Source: an optimization exercise on an open RTL-to-GDS flow (aim: small area and a short achievable clock period). Production flows keep margins and buffers that such runs may drop. In this exercise RTL edits were held to simulation tests only and were not proved equivalent to the original.

Design aes_round_core, start of the top module:
module aes_round_core (
	input logic i_clk,
	input logic i_rst,
	input logic i_valid,
	input logic i_decrypt,
	input logic i_skip_mix,
	input aes_gf_pkg::aes_state_t i_state,
	output logic o_valid,
	output aes_gf_pkg::aes_state_t o_state
);
Settings: LEC_CHECK=0, CAP_MARGIN=20, CORE_MARGIN=2, CORE_UTILIZATION=40, SETUP_SLACK_MARGIN=3.2, SLEW_MARGIN=20, SYNTH_HIERARCHICAL=1; clock period 5.5 ns.
run.sh (not shown) runs the stock make flow with config.mk's settings and CLKGATE_MAP_FILE= SYNTH_SCRIPT=/design/flow/synth_recipe.tcl, a recipe that flattens the netlist after the stock synthesis.
The starting point finished with timing, DRC and antenna clean.
Change:
CTS_CLUSTER_DIAMETER = 50   (was unset)
CTS_CLUSTER_SIZE = 30   (was unset)
SETUP_SLACK_MARGIN = 3.0   (was 3.2)
Effect: The new run completed without violations; routed wire length came out lower by 7.8%; global-route usage is lower by 0.82 points; hold slack stays flat; die area does not change.
Change:
==> flow/flow/run.sh (new file) <==
#!/bin/bash
# The standard layout (the standard.sh, all ORFS steps unchanged), except
# that buffer_ports uses buf_1 cells for the input and output port buffers
# instead of the delay buffer it picks by default; repair still resizes them.
set -e
export BUFFER_PORTS_ARGS="-buffer_cell sky130_fd_sc_hd__buf_1"
bash standard.sh > standard.log 2>&1
==> flow/standard.sh (new file) <==
#!/bin/bash
# synth_recipe.tcl (not shown) runs the flow's synth.tcl, then flattens the netlist and writes it again
# the make line also repeats each setting of config.mk as NAME=value (left out here)
make -C /OpenROAD-flow-scripts/flow DESIGN_CONFIG=/design/flow/config.mk WORK_HOME=/design/flow/orfs CLKGATE_MAP_FILE= SYNTH_SCRIPT=/design/flow/synth_recipe.tcl "${@:-finish}"
CTS_CLUSTER_DIAMETER = unset   (was 50)
CTS_CLUSTER_SIZE = unset   (was 30)
SETUP_SLACK_MARGIN = 3.1   (was 3.0)
removed: flow/run.sh
After rerunning:
- The new run went through all stages and came out clean
- via count is higher by 1.7%
- design area is higher by 0.61%
- synthesized cell count is unchanged
- maximum frequency hardly moves
- final cell count is higher by 1.4%
- synthesized area does not change

---

Starting RTL as in the previous note.
## aes_round_core
module aes_round_core (
	input logic i_clk,
	input logic i_rst,
	input logic i_valid,
	input logic i_decrypt,
	input logic i_skip_mix,
	input aes_gf_pkg::aes_state_t i_state,
	output logic o_valid,
	output aes_gf_pkg::aes_state_t o_state
);
	localparam int N_SB = 3;
	aes_gf_pkg::aes_state_t lane_bytes;
	aes_gf_pkg::aes_state_t mixed;
	logic [N_SB:0] valid_d;
	logic [N_SB:0] dec_d;
	logic [N_SB:0] skip_d;
	assign valid_d[0] = i_valid;
	assign dec_d[0] = i_decrypt;
	assign skip_d[0] = i_skip_mix;
	for (genvar i = 0; i < N_SB; i++)
	begin : g_ctrl
		always_ff @(posedge i_clk)
		begin
			dec_d[i+1] <= dec_d[i];
			skip_d[i+1] <= skip_d[i];
			if (i_rst)
				valid_d[i+1] <= 1'b0;
			else
				valid_d[i+1] <= valid_d[i];
		end
	end
	aes_sbox_lane_s u_lane0 (
		.i_clk(i_clk),
		.i_dec_in(dec_d[0]),
		.i_dec_out(dec_d[2]),
		.i_byte_enc(i_state[127:120]),
		.o_byte(lane_bytes[127:120])
	);
	aes_sbox_lane u_lane1 (
		.i_clk(i_clk),
		.i_dec_in(dec_d[0]),
		.i_dec_out(dec_d[2]),
		.i_byte_enc(i_state[87:80]),
		.i_byte_dec(i_state[23:16]),
		.o_byte(lane_bytes[119:112])
	);
	aes_sbox_lane_s u_lane2 (
		.i_clk(i_clk),
		.i_dec_in(dec_d[0]),
		.i_dec_out(dec_d[2]),
		.i_byte_enc(i_state[47:40]),
		.o_byte(lane_bytes[111:104])
	);
	aes_sbox_lane u_lane3 (
		.i_clk(i_clk),
		.i_dec_in(dec_d[0]),
		.i_dec_out(dec_d[2]),
		.i_byte_enc(i_state[7:0]),
		.i_byte_dec(i_state[71:64]),
		.o_byte(lane_bytes[103:96])
	);
	aes_sbox_lane_s u_lane4 (
		.i_clk(i_clk),
		.i_dec_in(dec_d[0]),
		.i_dec_out(dec_d[2]),
		.i_byte_enc(i_state[95:88]),
		.o_byte(lane_bytes[95:88])
	);
	aes_sbox_lane u_lane5 (
		.i_clk(i_clk),
		.i_dec_in(dec_d[0]),
		.i_dec_out(dec_d[2]),
		.i_byte_enc(i_state[55:48]),
		.i_byte_dec(i_state[119:112]),
		.o_byte(lane_bytes[87:80])
	);
	aes_sbox_lane_s u_lane6 (
		.i_clk(i_clk),
		.i_dec_in(dec_d[0]),
		.i_dec_out(dec_d[2]),
		.i_byte_enc(i_state[15:8]),
		.o_byte(lane_bytes[79:72])
	);
	aes_sbox_lane u_lane7 (
		.i_clk(i_clk),
		.i_dec_in(dec_d[0]),
		.i_dec_out(dec_d[2]),
		.i_byte_enc(i_state[103:96]),
		.i_byte_dec(i_state[39:32]),
  ...
Settings: LEC_CHECK=0, CAP_MARGIN=20, CORE_MARGIN=2, CORE_UTILIZATION=40, CTS_CLUSTER_DIAMETER=80, CTS_CLUSTER_SIZE=24, SETUP_SLACK_MARGIN=3.0, SLEW_MARGIN=20, SYNTH_HIERARCHICAL=1; clock period 5.5 ns.
Stock flow here: none of the scripts above is used.
Next try:
Settings changed: CTS_CLUSTER_DIAMETER 80 to default, CTS_CLUSTER_SIZE 24 to default.
What happened: Register-to-register slack gets better by 0.08 ns. Via count goes up slightly. Cell area goes up slightly. Global-route usage goes up by 0.20 points. Setup slack gets better by 0.065 ns. Clock skew goes down by 0.0076 ns. Utilization goes up by 0.86 points. Wire length goes up slightly. Die area does not change. Final cell count goes up slightly.

==> re-timing with driven ports <==
The results above use ideal ports. As a check the final layouts listed here were re-extracted and re-timed, cells and wires unchanged.
Step 1 (the two cells are an assumption about what drives the block):
set clk [get_ports {i_clk}]
set_driving_cell -lib_cell sky130_fd_sc_hd__clkbuf_16 $clk
set_driving_cell -lib_cell sky130_fd_sc_hd__buf_2 [delete_from_list [all_inputs] $clk]
Step 2 also shifts input and output timing later by t, the mid clock arrival at the registers, as if the neighbouring blocks saw the same clock.
Three values: no drivers, after step 1, after step 2; two values: the first two.
run | t, ns | setup WS [ns] | pins driven straight from the clock port
the first run of note 1 | 0.700 | 2.973 / 2.973 / 2.604 | 1
the second run of note 1 | 0.716 | 3.051 / 2.978 / 2.441 | 1
the third run of note 1 | 0.685 | 3.057 / 3.057 / 2.692 | 1
the first run of note 2 | 0.686 | 2.968 / 2.968 / 2.454 | 1
the second run of note 2 | 0.694 | 3.033 / 2.963 / 2.466 | 1
After both steps setup and hold are still met in every run listed. The setup slack of the second run of note 1, which loses most, moves by -0.073 ns with the drivers and by -0.610 ns with both steps.
